Background: an optimization exercise with open tools, aiming at small area and few clock cycles. Do not read the settings as production practice.
The RTL was checked by simulation tests, not by an equivalence proof against the original design.
Power figures rest on the tool's default switching activity, not on a simulated workload.

==> build 25: inputs <==
## pot_oversample_ema_hysteresis_top
module pot_oversample_ema_hysteresis_top (
    input  logic                              clk,
    input  logic                              rst_n,
    input  logic                              in_valid,
    output logic                              in_ready,
    input  logic [14:0]                       in_req,
    output logic                              out_valid,
    input  logic                              out_ready,
    output logic [18:0]                       out_req,
    input  logic                              cfg_write,
    input  logic [pot_ema_pkg::CFG_IDX_W-1:0] cfg_index,
    input  logic [pot_ema_pkg::CFG_W-1:0]     cfg_data
);
    pot_ema_pkg::cfg_t cfg;
    pot_ema_pkg::out_t res;
    pot_ema_pkg::in_t  in_req_s;
    pot_ema_pkg::out_t out_req_s;
    assign in_req_s = in_req;
    assign out_req  = out_req_s;
    logic              res_valid;
    logic              res_full;
    pot_ema_cfg u_cfg (
        .clk       (clk),
        .rst_n     (rst_n),
  ...
make LEC_CHECK=0 CAP_MARGIN=5 CORE_MARGIN=2 CORE_UTILIZATION=40 CTS_BUF_LIST=sky130_fd_sc_hd__clkbuf_8 CTS_CLUSTER_DIAMETER=60 CTS_CLUSTER_SIZE=20 GPL_TIMING_DRIVEN=0 SLEW_MARGIN=5 finish   # period 20.0 ns
run.sh (not shown) runs the stock make flow with config.mk's settings and CLKGATE_MAP_FILE= SYNTH_SCRIPT=/design/flow/synth_recipe.tcl, a recipe that flattens the netlist after the stock synthesis.
==> inputs of trial 13, as changes to build 25 <==
==> flow/config.mk (replaced) <==
export PLATFORM = sky130hd
export DESIGN_NAME = pot_oversample_ema_hysteresis_top
export DESIGN_NICKNAME = pot_oversample_ema_hysteresis_top
export VERILOG_FILES = /design/flow/design.v
export SDC_FILE = /design/flow/constraint.sdc
export NUM_CORES = 4
export LEC_CHECK = 0
export CAP_MARGIN = 20
export CORE_MARGIN = 2
export CORE_UTILIZATION = 40
export SLEW_MARGIN = 20
==> run notes <==
Status: complete, no violations
Final HPWL DP: 28,900 um
Worst R2R Setup Slack: 3.45 ns
Seq pwr share: 50.3%
Met1 Track Usage GR: 18.7%
Dpl cell area: 0.0230 mm2
Worst Max-Slew Pin Slew: 0.997 ns
Crit path buf inv count: 12
Placement Setup Slack: -1.26 ns
Crit. Startpoint: in_req[12]
Finished Core Util: 47.9%
Final GP Congestion: 0.796
-- figures above: trial 13

==> run notes <==
Final GP Congestion: 0.841
Status: complete, no violations
Crit path buf inv count: 10
Seq pwr share: 64.0%
Placement Setup Slack: -1.98 ns
Finished Core Util: 45.5%
Dpl cell area: 0.0228 mm2
Met1 Track Usage GR: 20.1%
Crit. Startpoint: in_req[14]
Worst R2R Setup Slack: 3.06 ns
-- figures above: build 25

Testbench counts of build 25, summed over its fixed seeds: cycles 33,140.
Testbench counts of trial 13, summed over its fixed seeds: cycles 33,140.


==> run a: inputs <==
pot_oversample_ema_hysteresis_top, a different RTL version from the one above (not shown whole).
Settings: LEC_CHECK=0, CAP_MARGIN=5, CORE_MARGIN=2, CORE_UTILIZATION=60, CTS_BUF_LIST=sky130_fd_sc_hd__clkbuf_8, CTS_CLUSTER_DIAMETER=50, CTS_CLUSTER_SIZE=24, GPL_TIMING_DRIVEN=0, SLEW_MARGIN=5; clock period 20.0 ns.
==> run b: changes against run a <==
Settings changed: CORE_UTILIZATION 60 to 40, CTS_CLUSTER_DIAMETER 50 to 40, CTS_CLUSTER_SIZE 24 to 20.
==> run c: changes against run a <==
Settings changed: CTS_CLUSTER_DIAMETER 50 to 60, CTS_CLUSTER_SIZE 24 to 20.
==> comparison <==
Run c completed with no timing, DRC or antenna violations. Run b went through all stages and came out clean. Run a passed the timing, design-rule and antenna checks. In synthesized cell count, run b and run a do not differ. Register-to-register slack: run c is higher than run b (0.04 ns). Clock-buffer cell count, lowest first: run c, run a, run b. Die area is the same in run a and run c. Sequential power is about the same in run a and run b. Sequential share of layout area, highest first: run c, run a, run b. Of run b and run a, run b has the higher combinational power (gap about 4%, measured against run a). Clock skew: run c < run a < run b. Design area: run b > run a > run c. Flip-flop and latch count is the same in run b and run a.
Testbench counts of run a, summed over its fixed seeds: cycles 33,204.
Testbench counts of run b, summed over its fixed seeds: cycles 33,204.
Testbench counts of run c, summed over its fixed seeds: cycles 33,204.

[afterwards: timing with drivers on the ports]
No port has a modelled driver above. Below, the same layouts with a new extraction and two added sets of constraints.
Step 1, drivers: a clkbuf_16 drives clk and a buf_2 each remaining input, both assumed.
Step 2, shift: input delay + t, output delay - t, t = (earliest + latest rising clock arrival at the registers) / 2. This alone moves slack from input paths to output paths.
a / b / c = no drivers / after step 1 / after step 2; a / b = the first two.
run	shift t [ns]	slack for setup (ns)	latest minus earliest clock arrival (ns)	worst data-port slew with drivers (ns)	pins driven straight from the clock port
build 25	0.661	0.411 / 0.435 / -0.226	0.037 / 0.037	0.04	1
trial 13	0.651	0.541 / 0.571 / -0.080	0.021 / 0.022	0.04	1
run a	0.657	0.499 / 0.522 / -0.135	0.047 / 0.046	0.03	1
run b	0.692	0.531 / 0.558 / -0.134	0.055 / 0.055	0.04	1
run c	0.645	0.522 / 0.541 / -0.103	0.042 / 0.043	0.03	1
With both steps, setup timing fails in every run listed, where it was met with ideal ports. The setup slack of run b, which loses most, moves by +0.027 ns with the drivers and by -0.665 ns with both steps.
